Source: an optimization exercise on an open RTL-to-GDS flow (aim: a short achievable clock period and few clock cycles per item). Production flows keep margins and buffers that such runs may drop. Only simulation tests tie the RTL to the original design; equivalence was not proved. Power and IR drop assume default switching activity.

`design.v`:
```
`timescale 1ns/1ps
package cpuPkg;
    localparam int dataWidth    = 32;
    localparam int addrWidth    = 16;     
    localparam int regAddrWidth = 5;
    localparam int bhtBits      = 5;      
    localparam logic [5:0] opRType = 6'h00;
    localparam logic [5:0] opAddiu = 6'h09;
    localparam logic [5:0] opLw    = 6'h23;
    localparam logic [5:0] opSw    = 6'h2b;
    localparam logic [5:0] opBeq   = 6'h04;
    localparam logic [5:0] fnAddu = 6'h21;
    localparam logic [5:0] fnSubu = 6'h23;
    localparam logic [5:0] fnAnd  = 6'h24;
    localparam logic [5:0] fnOr   = 6'h25;
    localparam logic [5:0] fnSlt  = 6'h2a;
endpackage
`timescale 1ns/1ps
`timescale 1ns/1ps
`timescale 1ns/1ps
`timescale 1ns/1ps
`timescale 1ns/1ps
`timescale 1ns/1ps
import cpuPkg::*;
module processor (
    input  logic                            Clock,
    input  logic                            nReset,
    output logic [cpuPkg::addrWidth-1:0]    InstrAddr,
    input  logic [cpuPkg::dataWidth-1:0]    InstrMem,
    output logic [cpuPkg::addrWidth-1:0]    MemAddr,
    output logic [cpuPkg::dataWidth-1:0]    WriteData,
    output logic                            MemRead,
    output logic                            MemWrite,
    input  logic [cpuPkg::dataWidth-1:0]    MemData,
    input  logic [cpuPkg::regAddrWidth-1:0] RegAddr,
    output logic [cpuPkg::dataWidth-1:0]    RegData
);
    localparam int bhtSize = 1 << bhtBits;
    localparam int hw      = dataWidth / 2;
    typedef struct packed {
        logic                    isAddu, isSubu, isAnd, isOr, isSlt;
        logic                    isLw, isSw, useImm, condBr;
        logic                    writes, needRs, needRt;
        logic [regAddrWidth-1:0] dest;
    } decT;
    function automatic decT decode(input logic [dataWidth-1:0] w);
        logic [5:0] op, fn;
        logic       isR, isAddiu;
        decT        d;
        op = w[31:26];
        fn = w[5:0];
        isR            = op == opRType;
        isAddiu        = op == opAddiu;
        d.isAddu  = isR && fn == fnAddu;
        d.isSubu  = isR && fn == fnSubu;
        d.isAnd   = isR && fn == fnAnd;
        d.isOr    = isR && fn == fnOr;
        d.isSlt   = isR && fn == fnSlt;
        d.isLw    = op == opLw;
        d.isSw    = op == opSw;
        d.useImm  = isAddiu || d.isLw || d.isSw;
        d.condBr  = op == opBeq && w[25:21] != w[20:16];
        d.dest    = isR ? w[15:11] : w[20:16];
        d.needRt  = d.isAddu || d.isSubu || d.isAnd
                      || d.isOr || d.isSlt;
        d.needRs  = d.needRt || d.useImm;
        d.writes  = (d.needRt || isAddiu || d.isLw) && d.dest != '0;
        decode = d;
    endfunction
    function automatic logic [hw-1:0] ksAddPG(input logic [hw-1:0] x,
                                              input logic [hw-1:0] gIn,
                                              input logic [hw-1:0] pIn,
                                              input logic          cin);
        logic [hw-1:0] g, p, c;
        g = gIn;
        p = pIn;
        g[0] = g[0] | (p[0] & cin);
        for (int k = 1; k < hw; k = k * 2)
            for (int i = hw - 2; i >= k; i--)
            begin
                g[i] = g[i] | (p[i] & g[i-k]);
                p[i] = p[i] & p[i-k];
            end
        c = {g[hw-2:0], cin};
        ksAddPG = x ^ c;
    endfunction
    function automatic logic treeLess(input logic [hw-1:0] ltIn,
                                      input logic [hw-1:0] eqIn);
        logic [hw-1:0] lt, eq;
        lt = ltIn;
        eq = eqIn;
        for (int k = 1; k < hw; k = k * 2)
            for (int i = 0; i < hw; i = i + 2 * k)
            begin
                lt[i+2*k-1] = lt[i+2*k-1] | (eq[i+2*k-1] & lt[i+k-1]);
                eq[i+2*k-1] = eq[i+2*k-1] & eq[i+k-1];
            end
        treeLess = lt[hw-1];
    endfunction
    logic [addrWidth-1:0]    pc, pcP4;
    logic [1:0]              bht [0:bhtSize-1];
    logic                    idValid;
    logic [dataWidth-1:0]    idInstr;
    logic                    idPredT;
    logic [addrWidth-1:0]    idAltPc, idAltPcP4;
    logic [bhtBits-1:0]      idBhtIdx;
    logic [dataWidth-1:0]    rsRawQ, rtRawQ;  
    decT                     idDec;
    logic                    e1Write, e1Load, e1Store, e1Branch;
    logic                    e1Add, e1Sub, e1And, e1Or, e1Slt;
    logic                    e1UseImm;
    logic                    e1PredT;
    logic [addrWidth-1:0]    e1AltPc, e1AltPcP4;
    logic [bhtBits-1:0]      e1BhtIdx;
    logic [regAddrWidth-1:0] e1Dest;
    logic [dataWidth-1:0]    a1, b1, r1;      
    logic [hw-1:0]           x1, gA1, pA1, gS1, pS1;    
    logic                    fE2A, fWA, fE2R, fWR;    
    logic                    e2Write, e2Load, e2Store, e2Branch;
    logic                    e2Add, e2Sub, e2And, e2Or, e2Slt;
    logic                    e2PredT;
    logic [addrWidth-1:0]    e2AltPc, e2AltPcP4;
    logic [bhtBits-1:0]      e2BhtIdx;
    logic [regAddrWidth-1:0] e2Dest;
    logic [dataWidth-1:0]    a2, b2, r2;
    logic [dataWidth-1:0]    x2;              
    logic [hw-1:0]           gA2, pA2, gS2, pS2;    
    logic [hw-1:0]           e2ResLo;
    logic                    e2CAdd, e2LtLo;
    logic [addrWidth-1:0]    memAddrQ;
    logic                    wWrite;
    logic [regAddrWidth-1:0] wDest;
    logic [dataWidth-1:0]    wRes;
    logic [dataWidth-1:0]    regFile [1:31];
    logic [31:1] wEn;
    always_ff @(posedge Clock or negedge nReset)
    begin
        if (!nReset)
            wEn <= '0;
        else
            for (int r = 1; r < 32; r++)
                wEn[r] <= e2Write && e2Dest == 5'(r);
    end
    always_ff @(posedge Clock)
        for (int r = 1; r < 32; r++)
            if (wEn[r])
                regFile[r] <= wRes;
    function automatic logic [dataWidth-1:0] readReg(input logic [regAddrWidth-1:0] addr);
        if (addr == '0)
            readReg = '0;
        else if (wWrite && wDest == addr)
            readReg = wRes;
        else
            readReg = regFile[addr];
    endfunction
    always_ff @(posedge Clock or negedge nReset)
    begin
        if (!nReset)
            RegData <= '0;
        else
            RegData <= readReg(RegAddr);
    end
    logic [hw-1:0]        sumHi, diffHi, resHi;
    logic                 slt, taken, mispredict;
    logic [dataWidth-1:0] e2Out;
    assign MemAddr   = memAddrQ;
    assign WriteData = r2;
    assign sumHi  = ksAddPG(x2[dataWidth-1:hw], gA2, pA2, e2CAdd);
    assign diffHi = ksAddPG(~x2[dataWidth-1:hw], gS2, pS2, !e2LtLo);
    assign slt    = treeLess({gS2[hw-1], ~pS2[hw-2:0]}, ~x2[dataWidth-1:hw])
                  || (x2[dataWidth-1:hw] == '0 && e2LtLo);
    always_comb
    begin
        resHi = '0;
        if (e2Add) resHi = resHi | sumHi;
        if (e2Sub) resHi = resHi | diffHi;
        if (e2And) resHi = resHi | gA2;
        if (e2Or)  resHi = resHi | pA2;
    end
    always_comb
    begin
        if (e2Load)
            e2Out = MemData;
        else if (e2Slt)
            e2Out = dataWidth'(slt);
        else
            e2Out = {resHi, e2ResLo};
    end
    assign taken      = (x2 == '0);
    assign mispredict = e2Branch && (taken != e2PredT);
    always_ff @(posedge Clock or negedge nReset)
    begin
        if (!nReset)
            wWrite <= 1'b0;
        else
            wWrite <= e2Write;
    end
    always_ff @(posedge Clock)
    begin
        wDest <= e2Dest;
        wRes  <= e2Out;
    end
    logic [hw-1:0] sumLo, diffLo, resLo;
    logic          cAdd, ltLo;
    assign sumLo  = ksAddPG(x1, gA1, pA1, 1'b0);
    assign diffLo = ksAddPG(~x1, gS1, pS1, 1'b1);
    assign cAdd   = treeLess(gA1, x1);       
    assign ltLo   = treeLess(~pS1, ~x1);     
    logic [dataWidth-1:0] a2n, b2n;
    assign a2n = fE2A ? e2Out : (fWA ? wRes : a1);
    assign b2n = e1UseImm ? b1 : (fE2R ? e2Out : (fWR ? wRes : b1));
    always_comb
    begin
        resLo = '0;
        if (e1Add) resLo = resLo | sumLo;
        if (e1Sub) resLo = resLo | diffLo;
        if (e1And) resLo = resLo | gA1;
        if (e1Or)  resLo = resLo | pA1;
    end
    always_ff @(posedge Clock or negedge nReset)
    begin
        if (!nReset)
        begin
            e2Write  <= 1'b0;
            e2Load   <= 1'b0;
            e2Store  <= 1'b0;
            e2Branch <= 1'b0;
            MemRead  <= 1'b0;
            MemWrite <= 1'b0;
        end
        else if (mispredict)
        begin
            e2Write  <= 1'b0;                 
            e2Load   <= 1'b0;
            e2Store  <= 1'b0;
            e2Branch <= 1'b0;
            MemRead  <= 1'b0;
            MemWrite <= 1'b0;
        end
        else
        begin
            e2Write  <= e1Write;
            e2Load   <= e1Load;
            e2Store  <= e1Store;
            e2Branch <= e1Branch;
            MemRead  <= e1Load;
            MemWrite <= e1Store;
        end
    end
    always_ff @(posedge Clock)
    begin
        e2Add     <= e1Add;
        e2Sub     <= e1Sub;
        e2And     <= e1And;
        e2Or      <= e1Or;
        e2Slt     <= e1Slt;
        e2PredT   <= e1PredT;
        e2AltPc   <= e1AltPc;
        e2AltPcP4 <= e1AltPcP4;
        e2BhtIdx  <= e1BhtIdx;
        e2Dest    <= e1Dest;
        e2ResLo   <= resLo;
        e2CAdd    <= cAdd;
        e2LtLo    <= ltLo;
        memAddrQ  <= sumLo;
        a2        <= a2n;
        r2        <= fE2R ? e2Out : (fWR ? wRes : r1);
        b2        <= b2n;
        x2        <= a2n ^ b2n;
        gA2       <= a2n[dataWidth-1:hw] & b2n[dataWidth-1:hw];
        pA2       <= a2n[dataWidth-1:hw] | b2n[dataWidth-1:hw];
        gS2       <= a2n[dataWidth-1:hw] & ~b2n[dataWidth-1:hw];
        pS2       <= a2n[dataWidth-1:hw] | ~b2n[dataWidth-1:hw];
    end
    logic [regAddrWidth-1:0] rs, rt, dest;
    logic                    isAddu, isSubu, isAnd, isOr, isSlt;
    logic                    isLw, isSw, useImm, condBr;
    logic                    writes, stall;
    logic                    m1s, m1t, m2s, m2t;
    logic [dataWidth-1:0]    imm, rsVal, rtVal, rsReg, rtReg, bVal;
    logic [hw-1:0]           e2Lo;
    assign rs     = idInstr[25:21];
    assign rt     = idInstr[20:16];
    assign imm    = {{(dataWidth-16){idInstr[15]}}, idInstr[15:0]};
    assign isAddu = idDec.isAddu;
    assign isSubu = idDec.isSubu;
    assign isAnd  = idDec.isAnd;
    assign isOr   = idDec.isOr;
    assign isSlt  = idDec.isSlt;
    assign isLw   = idDec.isLw;
    assign isSw   = idDec.isSw;
    assign useImm = idDec.useImm;
    assign condBr = idDec.condBr;
    assign writes = idDec.writes;
    assign dest   = idDec.dest;
    assign m1s = e1Write && e1Dest == rs;
    assign m1t = e1Write && e1Dest == rt;
    assign m2s = e2Write && e2Dest == rs;
    assign m2t = e2Write && e2Dest == rt;
    logic stallQ, nextStall;
    assign stall = stallQ && idValid;
    assign nextStall = idValid && !stall && writes && (isLw || isSlt)
                     && ((fDec.needRs && dest == InstrMem[25:21])
                         || (fDec.needRt && dest == InstrMem[20:16]));
    always_ff @(posedge Clock or negedge nReset)
    begin
        if (!nReset)
            stallQ <= 1'b0;
        else
            stallQ <= nextStall;
    end
    assign e2Lo  = e2Out[hw-1:0];
    logic                    wPrevWrite;
    logic [regAddrWidth-1:0] wPrevDest;
    logic [dataWidth-1:0]    wPrevRes;
    always_ff @(posedge Clock or negedge nReset)
    begin
        if (!nReset)
            wPrevWrite <= 1'b0;
        else
            wPrevWrite <= wWrite && stall;
    end
    always_ff @(posedge Clock)
    begin
        wPrevDest <= wDest;
        wPrevRes  <= wRes;
    end
    function automatic logic [dataWidth-1:0] sinceRead(input logic [regAddrWidth-1:0] addr,
                                                       input logic [dataWidth-1:0]    raw);
        if (wWrite && wDest == addr && addr != '0)
            sinceRead = wRes;
        else if (wPrevWrite && wPrevDest == addr && addr != '0)
            sinceRead = wPrevRes;
        else
            sinceRead = raw;
    endfunction
    assign rsReg = sinceRead(rs, rsRawQ);
    assign rtReg = sinceRead(rt, rtRawQ);
    assign rsVal = {rsReg[dataWidth-1:hw],
                    m1s ? resLo : (m2s ? e2Lo : rsReg[hw-1:0])};
    assign rtVal = {rtReg[dataWidth-1:hw],
                    m1t ? resLo : (m2t ? e2Lo : rtReg[hw-1:0])};
    assign bVal = useImm ? imm : rtVal;
    always_ff @(posedge Clock or negedge nReset)
    begin
        if (!nReset)
        begin
            e1Write  <= 1'b0;
            e1Load   <= 1'b0;
            e1Store  <= 1'b0;
            e1Branch <= 1'b0;
            e1Slt    <= 1'b0;
        end
        else if (mispredict || stall || !idValid)
        begin
            e1Write  <= 1'b0;                 
            e1Load   <= 1'b0;
            e1Store  <= 1'b0;
            e1Branch <= 1'b0;
            e1Slt    <= 1'b0;
        end
        else
        begin
            e1Write  <= writes;
            e1Load   <= isLw;
            e1Store  <= isSw;
            e1Branch <= condBr;
            e1Slt    <= isSlt;
        end
    end
    always_ff @(posedge Clock)
    begin
        e1Add     <= isAddu || useImm;
        e1Sub     <= isSubu;
        e1And     <= isAnd;
        e1Or      <= isOr;
        e1UseImm  <= useImm;
        e1PredT   <= idPredT;
        e1AltPc   <= idAltPc;
        e1AltPcP4 <= idAltPcP4;
        e1BhtIdx  <= idBhtIdx;
        e1Dest    <= dest;
        a1        <= rsVal;
        b1        <= bVal;
        x1        <= rsVal[hw-1:0] ^ bVal[hw-1:0];
        gA1       <= rsVal[hw-1:0] & bVal[hw-1:0];
        pA1       <= rsVal[hw-1:0] | bVal[hw-1:0];
        gS1       <= rsVal[hw-1:0] & ~bVal[hw-1:0];
        pS1       <= rsVal[hw-1:0] | ~bVal[hw-1:0];
        r1        <= rtVal;
        fE2A      <= m1s;
        fWA       <= !m1s && m2s;
        fE2R      <= m1t;
        fWR       <= !m1t && m2t;
    end
    logic [5:0]           fOp;
    logic                 fBeq, fUncond, fPredT;
    logic [addrWidth-1:0] off, off4, pcP8, target, targetP4;
    logic [addrWidth-1:0] predPc, predPcP4, altPc, altPcP4;
    logic [bhtBits-1:0]   fIdx;
    decT                  fDec;
    assign fDec = decode(InstrMem);
    assign InstrAddr = pc;
    assign fOp     = InstrMem[31:26];
    assign fBeq    = fOp == opBeq;
    assign fUncond = InstrMem[25:21] == InstrMem[20:16];
    assign fIdx    = pc[bhtBits+1:2];
    assign fPredT  = fBeq && (fUncond || predBit[fIdx]);
    assign off      = {InstrMem[addrWidth-3:0], 2'b00};
    assign off4     = {InstrMem[addrWidth-3:0] + (addrWidth-2)'(1), 2'b00};
    assign pcP8     = pcP4 + addrWidth'(4);
    assign target   = pcP4  + off;
    assign targetP4 = pcP4  + off4;
    assign predPc   = fPredT ? target   : pcP4;
    assign predPcP4 = fPredT ? targetP4 : pcP8;
    assign altPc    = fPredT ? pcP4     : target;
    assign altPcP4  = fPredT ? pcP8     : targetP4;
    always_ff @(posedge Clock or negedge nReset)
    begin
        if (!nReset)
        begin
            pc   <= addrWidth'(0);
            pcP4 <= addrWidth'(4);
        end
        else if (mispredict)
        begin
            pc   <= e2AltPc;
            pcP4 <= e2AltPcP4;
        end
        else if (!stall)
        begin
            pc   <= predPc;
            pcP4 <= predPcP4;
        end
    end
    always_ff @(posedge Clock or negedge nReset)
    begin
        if (!nReset)
            idValid <= 1'b0;
        else if (mispredict)
            idValid <= 1'b0;
        else if (!stall)
            idValid <= 1'b1;
    end
    always_ff @(posedge Clock)
    begin
        if (!stall)
        begin
            idInstr   <= InstrMem;
            idPredT   <= fPredT;
            idAltPc   <= altPc;
            idAltPcP4 <= altPcP4;
            idBhtIdx  <= fIdx;
            idDec     <= fDec;
            rsRawQ    <= readReg(InstrMem[25:21]);
            rtRawQ    <= readReg(InstrMem[20:16]);
        end
    end
    logic [bhtSize-1:0] updSel;
    logic               updTaken;
    always_ff @(posedge Clock or negedge nReset)
    begin
        if (!nReset)
            updSel <= '0;
        else
            for (int i = 0; i < bhtSize; i++)
                updSel[i] <= e2Branch && e2BhtIdx == bhtBits'(i);
    end
    always_ff @(posedge Clock)
        updTaken <= taken;
    localparam int runBits = 3;
    logic [runBits-1:0] curRun  [0:bhtSize-1];
    logic [runBits-1:0] lastRun [0:bhtSize-1];
    logic               loopOk  [0:bhtSize-1];
    logic [bhtSize-1:0] predBit;
    function automatic logic predictOf(input logic [1:0] ctr, input logic ok,
                                       input logic [runBits-1:0] cur, input logic [runBits-1:0] last);
        if (ok && cur == last)
            predictOf = 1'b1;
        else if (ok && cur < last)
            predictOf = 1'b0;
        else
            predictOf = ctr[1];
    endfunction
    always_ff @(posedge Clock or negedge nReset)
    begin
        if (!nReset)
        begin
            for (int i = 0; i < bhtSize; i++)
            begin
                bht[i]     <= 2'b01;
                curRun[i]  <= '0;
                lastRun[i] <= '0;
                loopOk[i]  <= 1'b0;
                predBit[i] <= 1'b0;
            end
        end
        else
        begin
            for (int i = 0; i < bhtSize; i++)
                if (updSel[i])
                begin
                    logic [1:0]         nCtr;
                    logic [runBits-1:0] nCur, nLast;
                    logic               nOk;
                    nCtr  = bht[i];
                    if (updTaken && bht[i] != 2'b11)
                        nCtr = bht[i] + 2'b01;
                    else if (!updTaken && bht[i] != 2'b00)
                        nCtr = bht[i] - 2'b01;
                    if (updTaken)
                    begin
                        nOk   = curRun[i] == lastRun[i] || lastRun[i] == '0;
                        nLast = curRun[i];
                        nCur  = '0;
                    end
                    else
                    begin
                        nOk   = loopOk[i] && curRun[i] != '1;
                        nLast = lastRun[i];
                        nCur  = curRun[i] + (curRun[i] != '1);
                    end
                    bht[i]     <= nCtr;
                    curRun[i]  <= nCur;
                    lastRun[i] <= nLast;
                    loopOk[i]  <= nOk;
                    predBit[i] <= predictOf(nCtr, nOk, nCur, nLast);
                end
        end
    end
endmodule
```
`run.sh`:
```
#!/bin/bash
# synth_recipe.tcl (not shown) runs the flow's synth.tcl, then flattens the netlist and writes it again
# the make line also repeats each setting of config.mk as NAME=value (left out here)
make -C /OpenROAD-flow-scripts/flow DESIGN_CONFIG=/design/flow/config.mk WORK_HOME=/design/flow/orfs CLKGATE_MAP_FILE= SYNTH_SCRIPT=/design/flow/synth_recipe.tcl finish
```
`config.mk`:
```
export PLATFORM = sky130hd
export DESIGN_NAME = processor
export DESIGN_NICKNAME = processor
export VERILOG_FILES = /design/flow/design.v
export SDC_FILE = /design/flow/constraint.sdc
export NUM_CORES = 4
export LEC_CHECK = 0
export CAP_MARGIN = 20
export CORE_MARGIN = 2
export CORE_UTILIZATION = 40
export SETUP_SLACK_MARGIN = 2.0
export SLEW_MARGIN = 20
export TNS_END_PERCENT = 10
```
`constraint.sdc`:
```
create_clock -name core_clock -period 4.5 [get_ports {Clock}]
set_input_delay 0.9000 -clock core_clock [delete_from_list [all_inputs] [get_ports {Clock}]]
set_output_delay 0.9000 -clock core_clock [all_outputs]
set_load 0.01 [all_outputs]
```
==> run_results.csv, run 1 <==
group,metric,value,unit
drt,routedWlPerCell,40.1,um
global_route,grt_overflow,0,
cts,clock-root-buffer,"clkbuf_16",
cells_and_area,layoutNonFillerInstCount,13700,
drt,drc_errors,0,
synth,async_flop_share,0.219,
power,p_comb_frac,0.165,
cts,cts_tree,"built",
synth,ys_ff_latch,2100,
cts,clk_latency,970,ps
synth,syn-mean-instance-area,10.9,um^2
place,place_area,113000,um^2
timing,setup_violations,0,
place,dp.cells,12800,
floorplanning,die_w,512,um
synth,synth_common_cells,"a22oi_1, edfxtp_1, nand2_1, nor2_1, a21oi_1",
timing,slew_viol_final,0,
global_route,grt_max_degree,93,
cts,cts_num_sinks,2100,
place,place_ws,-71.9,ps
global_route,grtUsageTotal,0.398,
critical_path,required,5330,ps
drt,vias,96500,
synth,synth.most_common_cell,"a22oi_1",
floorplanning,dieArea,262000,um^2
synth,synthTopCellsByArea,"edfxtp_1, dfrtp_1, dfxtp_1",
drt,drt_iter0_markers,18500,
timing,finalHoldViolations,0,
power,leakage,48.1,nW
critical_path,r2r_slack,1490,ps
cts,clk_pin_slew,60,ps
drt,drtPass1Iterations,15,
critical_path,worstRegToRegCells,11,
critical_path,critPathMaxFanout,12,
cells_and_area,fin_area,127000,um^2
synth,synthCells,9447,
drt,vias_per_cell,7.07,
power,p_int,37.4,mW
critical_path,critPathMaxStageDelay,870,ps
timing,period_share,0.676,
critical_path,cp.arrival,3870,ps
hold_path,hp-class,"in2async",
critical_path,crit_chain,"clkdlybuf4s15_2 > buf_4 > or3b_4 > buf_6 > nor2_4 > buf_4 > bufbuf_16 > a22oi_1 > nand4_1 > nor4_1 > a221oi_1 > buf_4",
timing,rsz0062_at_grt,"true",
cells_and_area,syn_to_final_growth,23.3,%
synth,yosysUniqueCellTypes,100,
drt,wirelength,548000,um
place,portBuffers,168,
synth,synth_warnings,38,
critical_path,worstSetupStartpointType,"primary input",
timing,worst_pin_slew,1290,ps
floorplanning,die_h,512,um
timing,finalClockSkew,53.6,ps
synth,ys_seq_area_frac,0.540,
power,power_frac_seq,0.449,
synth,synth_top_area_frac,0.329,
timing,fmax,329,MHz
floorplanning,initial_core_util,0.402,
critical_path,regToRegEndpoint,"x1[4]",
synth,synthesis.nets,9902,
synth,synth_edf_count,1133,
synth,synth_area,103000,um^2
global_route,grt_pass1_vias,89500,
timing,finalCriticalPeriod,3040,ps
floorplanning,std_cell_rows,186,
synth,yosysTopAreaCell,"edfxtp_1",
place,place.gp.congestion,1.03,
place,dp_hpwl,333000,um
run_status,status,"finished clean",
cells_and_area,drive_above_1_share,0.198,
power,switching_share,0.290,
power,netSwitchingPower,15.3,mW
timing,fin_ws,1460,ps
cts,clockBufferDepth,3,
cts,h-tree-depth,4,
critical_path,worst_setup_path_end_kind,"flop",
cells_and_area,layout.nets,10500,
critical_path,crit_slowest_cell,"nor4_1",
power,pwr-share-clk,0.386,
timing,relSlewSlack,0.138,
critical_path,path_common_cell,"buf_4",
cts,cts_buffers,225,
synth,synth_flop_cell,"edfxtp_1",
floorplanning,pin_count,169,
global_route,antenna_found_initial,49,
timing,hold_ws,21.2,ps
power,power,52.7,mW
critical_path,r2r_start,"wDest[4]",
power,powerDensity,414,nW/um^2
global_route,grt_pass1_wl,731000,um
flow_run,maxCapViolations,0,
drt,drtAntennaViolNets,0,
floorplanning,coreArea,257000,um^2
power,peakVddDrop,0.420,mV
critical_path,crit_type,"in2reg",
-- worst max path at each step --
stage	start	cells after the start	slack (ps)	to
floorplan	InstrMem[2]	12	1270	idAltPcP4[15]
global placement	RegAddr[4]	10	-70	RegData[12]
detailed placement	RegAddr[4]	10	-70	RegData[12]
CTS	pc[2]	11	1590	pcP4[13]
global route	pc[2]	11	1370	pcP4[13]
finish	RegAddr[3]	12	1460	RegData[13]
-- state kept, by name (all words and copies together) (netlist names), 64 cells and up --
signal and flops:
lastRun 96, bht 64, regFile 992, curRun 96
-- per-stage QoR --
stage,utilization,setup TNS (ps)
final,0.496,0
after detailed placement,0.440,-71.9
after global routing,0.496,0
after global placement,0.440,-69.8
after CTS,0.488,0
after floorplan,-,0
-- critical path: cells and delay by family --
family	cells	cell delay (ps)
compound gates	2	380
buf+inv	6	1370
simple gates	4	1190
-- kinds of logic (layout without fill, tap and decap cells) --
family	Yosys count	after routing	synth area share
muxes	459	459	0.0471
buffers and inverters	990	1772	0.0382
and+or+nand+nor	2316	2322	0.108
xor gates and xnor gates	272	272	0.0231
adders and majority gates	384	384	0.0467
AOI/OAI and AO/OA	2926	2926	0.198
DFF	2100	2100	0.540
other	0	41	0
-- cell type report --
| cell class | count | area [um^2] |
|---|---|---|
| repair buffers | 1074 | 11900 |
| inverters | 270 | 1050 |
| repair inverters | 2 | 17.5 |
| multi-input cells | 6363 | 46100 |
| well taps | 3384 | 4230 |
| clock inverters | 141 | 1870 |
| fillers | 22500 | 129000 |
| flip-flops and latches | 2100 | 55900 |
| clock buffers | 285 | 6170 |
| diodes | 41 | 103 |
-- repair_timing --
| item | in CTS | in global routing |
|---|---|---|
| setup endpoints to repair | 572 | 546 |
| setup buffers | 239 | 97 |
| gates cloned | 23 | 13 |
| gates resized for setup | 451 | 225 |
| hold buffers | 0 | 0 |
| pin swaps | 137 | 99 |
-- cells in the final DEF (no fill, tap or decap), types with 196 or more instances in the layout --
master and count:
nand3_1 221, dfrtp_1 375, clkbuf_16 239, buf_12 196, mux2i_1 301, edfxtp_1 1133, dfxtp_1 487, buf_4 604
a22oi_1 1228, ha_1 354, nor2_1 467, a21oi_1 533, o21ai_0 278, nand2_1 702, inv_1 258
-- power by group through the flow --
stage	combinational, mW	clock [mW]	sequential [mW]
final	8.70	20.3	23.7
after detailed placement	7.55	0	23.9
after global placement	7.46	0	23.9
after floorplan	4.32	0	23.4
after global routing	9.23	21.2	23.8
after CTS	8.14	20.4	23.6
-- metal layers --
| layer | wire length, um | vias up | track usage | share of wire |
|---|---|---|---|---|
| met5 | 952 | - | 0.00676 | 0.0017 |
| met2 | 219000 | 8970 | 0.556 | 0.40 |
| met3 | 81300 | 3004 | 0.180 | 0.15 |
| met4 | 50700 | 60 | 0.272 | 0.093 |
| li1 | - | 37300 | - | - |
| met1 | 197000 | 47200 | 0.489 | 0.36 |
Testbench counts, summed over its fixed seeds: cycles 26,175, instructions 24,976.
==> run 2, diff against run 1 <==
--- a/design.v
+++ b/design.v
@@ -116,7 +116,7 @@
     logic [dataWidth-1:0]    a1, b1, r1;      
     logic [hw-1:0]           x1, gA1, pA1, gS1, pS1;    
     logic                    fE2A, fWA, fE2R, fWR;    
-    logic                    e2Write, e2Load, e2Store, e2Branch;
+    logic                    e2Write, e2Load, e2Branch;
     logic                    e2Add, e2Sub, e2And, e2Or, e2Slt;
     logic                    e2PredT;
     logic [addrWidth-1:0]    e2AltPc, e2AltPcP4;
@@ -222,8 +222,6 @@
         if (!nReset)
         begin
             e2Write  <= 1'b0;
-            e2Load   <= 1'b0;
-            e2Store  <= 1'b0;
             e2Branch <= 1'b0;
             MemRead  <= 1'b0;
             MemWrite <= 1'b0;
@@ -231,8 +229,6 @@
         else if (mispredict)
         begin
             e2Write  <= 1'b0;                 
-            e2Load   <= 1'b0;
-            e2Store  <= 1'b0;
             e2Branch <= 1'b0;
             MemRead  <= 1'b0;
             MemWrite <= 1'b0;
@@ -240,8 +236,6 @@
         else
         begin
             e2Write  <= e1Write;
-            e2Load   <= e1Load;
-            e2Store  <= e1Store;
             e2Branch <= e1Branch;
             MemRead  <= e1Load;
             MemWrite <= e1Store;
@@ -249,6 +243,7 @@
     end
     always_ff @(posedge Clock)
     begin
+        e2Load    <= e1Load;
         e2Add     <= e1Add;
         e2Sub     <= e1Sub;
         e2And     <= e1And;
@@ -404,7 +399,8 @@
     assign fOp     = InstrMem[31:26];
     assign fBeq    = fOp == opBeq;
     assign fUncond = InstrMem[25:21] == InstrMem[20:16];
-    assign fIdx    = pc[bhtBits+1:2];
+    logic [bhtBits-1:0] fIdxN;
+    assign fIdx    = ~fIdxN;
     assign fPredT  = fBeq && (fUncond || predBit[fIdx]);
     assign off      = {InstrMem[addrWidth-3:0], 2'b00};
     assign off4     = {InstrMem[addrWidth-3:0] + (addrWidth-2)'(1), 2'b00};
@@ -419,18 +415,21 @@
     begin
         if (!nReset)
         begin
-            pc   <= addrWidth'(0);
-            pcP4 <= addrWidth'(4);
+            pc    <= addrWidth'(0);
+            pcP4  <= addrWidth'(4);
+            fIdxN <= '1;
         end
         else if (mispredict)
         begin
-            pc   <= e2AltPc;
-            pcP4 <= e2AltPcP4;
+            pc    <= e2AltPc;
+            pcP4  <= e2AltPcP4;
+            fIdxN <= ~e2AltPc[bhtBits+1:2];
         end
         else if (!stall)
         begin
-            pc   <= predPc;
-            pcP4 <= predPcP4;
+            pc    <= predPc;
+            pcP4  <= predPcP4;
+            fIdxN <= ~predPc[bhtBits+1:2];
         end
     end
     always_ff @(posedge Clock or negedge nReset)
==> run_results.csv, run 2 <==
group,metric,value,unit
run_status,status,"finished clean",
synth,synth_warnings,38,
place,dp_hpwl,360000,um
synth,synth_common_cells,"a22oi_1, edfxtp_1, nand2_1, clkbuf_1, a21oi_1",
drt,routedWlPerCell,40.9,um
timing,rsz0062_at_grt,"true",
synth,synth_edf_count,1133,
timing,setup_violations,0,
synth,synthTopCellsByArea,"edfxtp_1, dfrtp_1, dfxtp_1",
cts,clock-root-buffer,"clkbuf_16",
cells_and_area,syn_to_final_growth,24.0,%
floorplanning,coreArea,257000,um^2
drt,highest_layer,"met5",
place,place_ws,75.8,ps
cells_and_area,drive_above_1_share,0.198,
power,peakVddDrop,0.420,mV
cells_and_area,fill_cells,22700,
cells_and_area,top_register,"regFile",
timing,finalClockSkew,73.4,ps
global_route,grt_pass1_wl,754000,um
timing,period_share,0.678,
drt,wl_met2,229000,um
drt,drt_iter0_markers,17400,
synth,syn-mean-instance-area,10.8,um^2
power,powerDensity,416,nW/um^2
hold_path,hp-class,"in2async",
synth,synth_top_area_frac,0.329,
drt,wirelength,566000,um
critical_path,required,5350,ps
power,leakage,49.4,nW
synth,ys_seq_area_frac,0.540,
timing,finalHoldViolations,0,
cts,cts_hold_buf,0,
floorplanning,initial_core_util,0.403,
drt,drc_errors,0,
place,place_area,114000,um^2
cts,clockBufferDepth,3,
timing,relSlewSlack,0.197,
critical_path,worstSetupStartpointType,"flop",
cts,clk_latency,930,ps
drt,wl_met1,209000,um
global_route,grt_overflow,0,
global_route,antenna_found_initial,38,
flow_run,maxCapViolations,0,
drt,drtPass1Iterations,15,
global_route,grtUsageTotal,0.413,
floorplanning,die_w,513,um
drt,vias_per_cell,7.01,
synth,async_flop_share,0.221,
cts,cts_num_sinks,2106,
drt,drtAntennaViolNets,0,
synth,synth_area,103000,um^2
cells_and_area,layout.nets,10700,
global_route,grt_max_degree,105,
floorplanning,dieArea,263000,um^2
critical_path,critPathMaxFanout,32,
cells_and_area,fin_area,128000,um^2
cells_and_area,multi_input_area,46000,um^2
timing,fin_ws,1450,ps
critical_path,cp.arrival,3910,ps
place,place.gp.congestion,1.04,
cells_and_area,finish.utilization,0.499,
timing,slew_viol_final,0,
cells_and_area,largest_reg_flops,992,
floorplanning,die_h,513,um
synth,synthesis.nets,10000,
synth,synth_flop_cell,"edfxtp_1",
critical_path,crit_type,"reg2reg",
synth,ys_ff_latch,2106,
drt,vias,97100,
timing,tns,0,ps
timing,finalCriticalPeriod,3050,ps
cts,cts_tree,"built",
cts,cts_buffers,232,
floorplanning,std_cell_rows,186,
floorplanning,pin_count,169,
cts,clk_pin_slew,60,ps
timing,fmax,328,MHz
critical_path,worst_setup_path_end_kind,"flop",
drt,wl_met3,77200,um
synth,synthCells,9560,
cells_and_area,layout_common_cells,"a22oi_1, edfxtp_1, nand2_1, buf_4, a21oi_1",
cells_and_area,regArea,56000,um^2
cells_and_area,layout_commonest_cell,"a22oi_1",
timing,worst_pin_slew,1200,ps
synth,yosysTopAreaCell,"edfxtp_1",
synth,yosysUniqueCellTypes,84,
place,portBuffers,168,
synth,synth.most_common_cell,"a22oi_1",
cells_and_area,top_regs,"regFile: 992 flops, curRun: 96 flops, lastRun: 96 flops",
cts,h-tree-depth,4,
global_route,grt_pass1_vias,90100,
## run 2: worst max-delay path, cell delays in order, from the launching register on
cell	delay, ps
edfxtp_1	510
buf_4	190
or4_4	420
nor2_4	200
buf_4	170
or4_4	260
buf_4	390
nor2_1	70
a21oi_1	450
mux2_2	250
## run 2: what timing repair did
item	in CTS	in global routing
setup buffers	188	157
gates resized for setup	308	294
setup endpoints to repair	567	557
cloned	12	13
pin swaps	141	117
## run 2: final cells by class
| type | count | share of cell area |
|---|---|---|
| Antenna cell | 42 | 0.000819 |
| Clock buffer | 327 | 0.0521 |
| Clock inverter | 115 | 0.0121 |
| Inverter | 324 | 0.00966 |
| Multi-Input combinational cell | 6392 | 0.359 |
| Sequential cell | 2106 | 0.437 |
| Tap cell | 3384 | 0.0330 |
| Timing Repair Buffer | 1158 | 0.0967 |
## run 2: cell families after synthesis
logic type	share of synthesized area
DFF	0.540
and+or+nand+nor	0.105
AOI/OAI and AO/OA	0.199
muxes	0.0469
xor gates and xnor gates	0.0228
adders and majority gates	0.0466
buffers and inverters	0.0393
## run 2: metrics by stage
| stage | hold slack [ps] | instances | power (mW) |
|---|---|---|---|
| after floorplan | 310 | 9560 | 28.0 |
| final | 24.7 | 13800 | 53.4 |
| after global placement | 310 | 13000 | 32.0 |
| after global routing | 42.2 | 13800 | 55.0 |
| after detailed placement | 312 | 13000 | 32.1 |
| after CTS | 29.0 | 13600 | 53.0 |
## run 2: worst paths after layout
path,start,endpoint,slack (ps),depth (start not counted)
min in group core_clock,e1AltPc[5],e2AltPc[5],320,0
max in group asynchronous,nReset,curRun[8][1],3390,2
worst min register to register,e1AltPc[5],e2AltPc[5],320,0
worst min-delay path,nReset,bht[24][1],20,1
worst max register to register,idInstr[20],b1[26],1450,9
worst max-delay path,idInstr[20],b1[26],1450,9
## run 2: layer usage
layer | vias to the layer above | track usage
met4 | 34 | 0.277
met1 | 47800 | 0.518
li1 | 37800 | -
met5 | - | 0.00164
met2 | 8727 | 0.584
met3 | 2725 | 0.160
## run 2: power breakdown
part           switching [mW]  internal (mW)  total [mW]
Sequential               1.46           22.4        23.8
Clock                    8.65           11.9        20.6
Combinational            5.44           3.61        9.05
Total                    15.6           37.9        53.4
Testbench counts of run 2, summed over its fixed seeds: cycles 26,175, instructions 24,976.

-- afterwards: timing with drivers on the ports --
No port has a modelled driver above. Below, the same layouts with a new extraction and two added sets of constraints. Step 1 sets driving cells, clkbuf_16 on the clock port and buf_2 on the other inputs (assumed; they add their load-dependent delay and slew). Step 2 adds t to the input delays and takes it off the output delays; t is the mean of the earliest and latest rising clock arrival at the registers after step 1. Input paths then give back, and output paths get back, about the clock's delay inside the block. a / b / c = ideal / step 1 / step 2; a / b = the first two.
run	shift t [ns]	slack for setup (ns)	hold WS [ns]	worst setup path at the end
run 1	1.028	1.459 / 1.388 / 0.360	0.021 / -0.010 / 0.323	input to register
run 2	0.996	1.447 / 1.447 / 0.629	0.025 / -0.014 / 0.322	input to register
After both steps setup and hold are still met in every run listed. For run 1, which loses most, drivers alone change the setup slack by -0.071 ns; drivers and shift together by -1.099 ns.
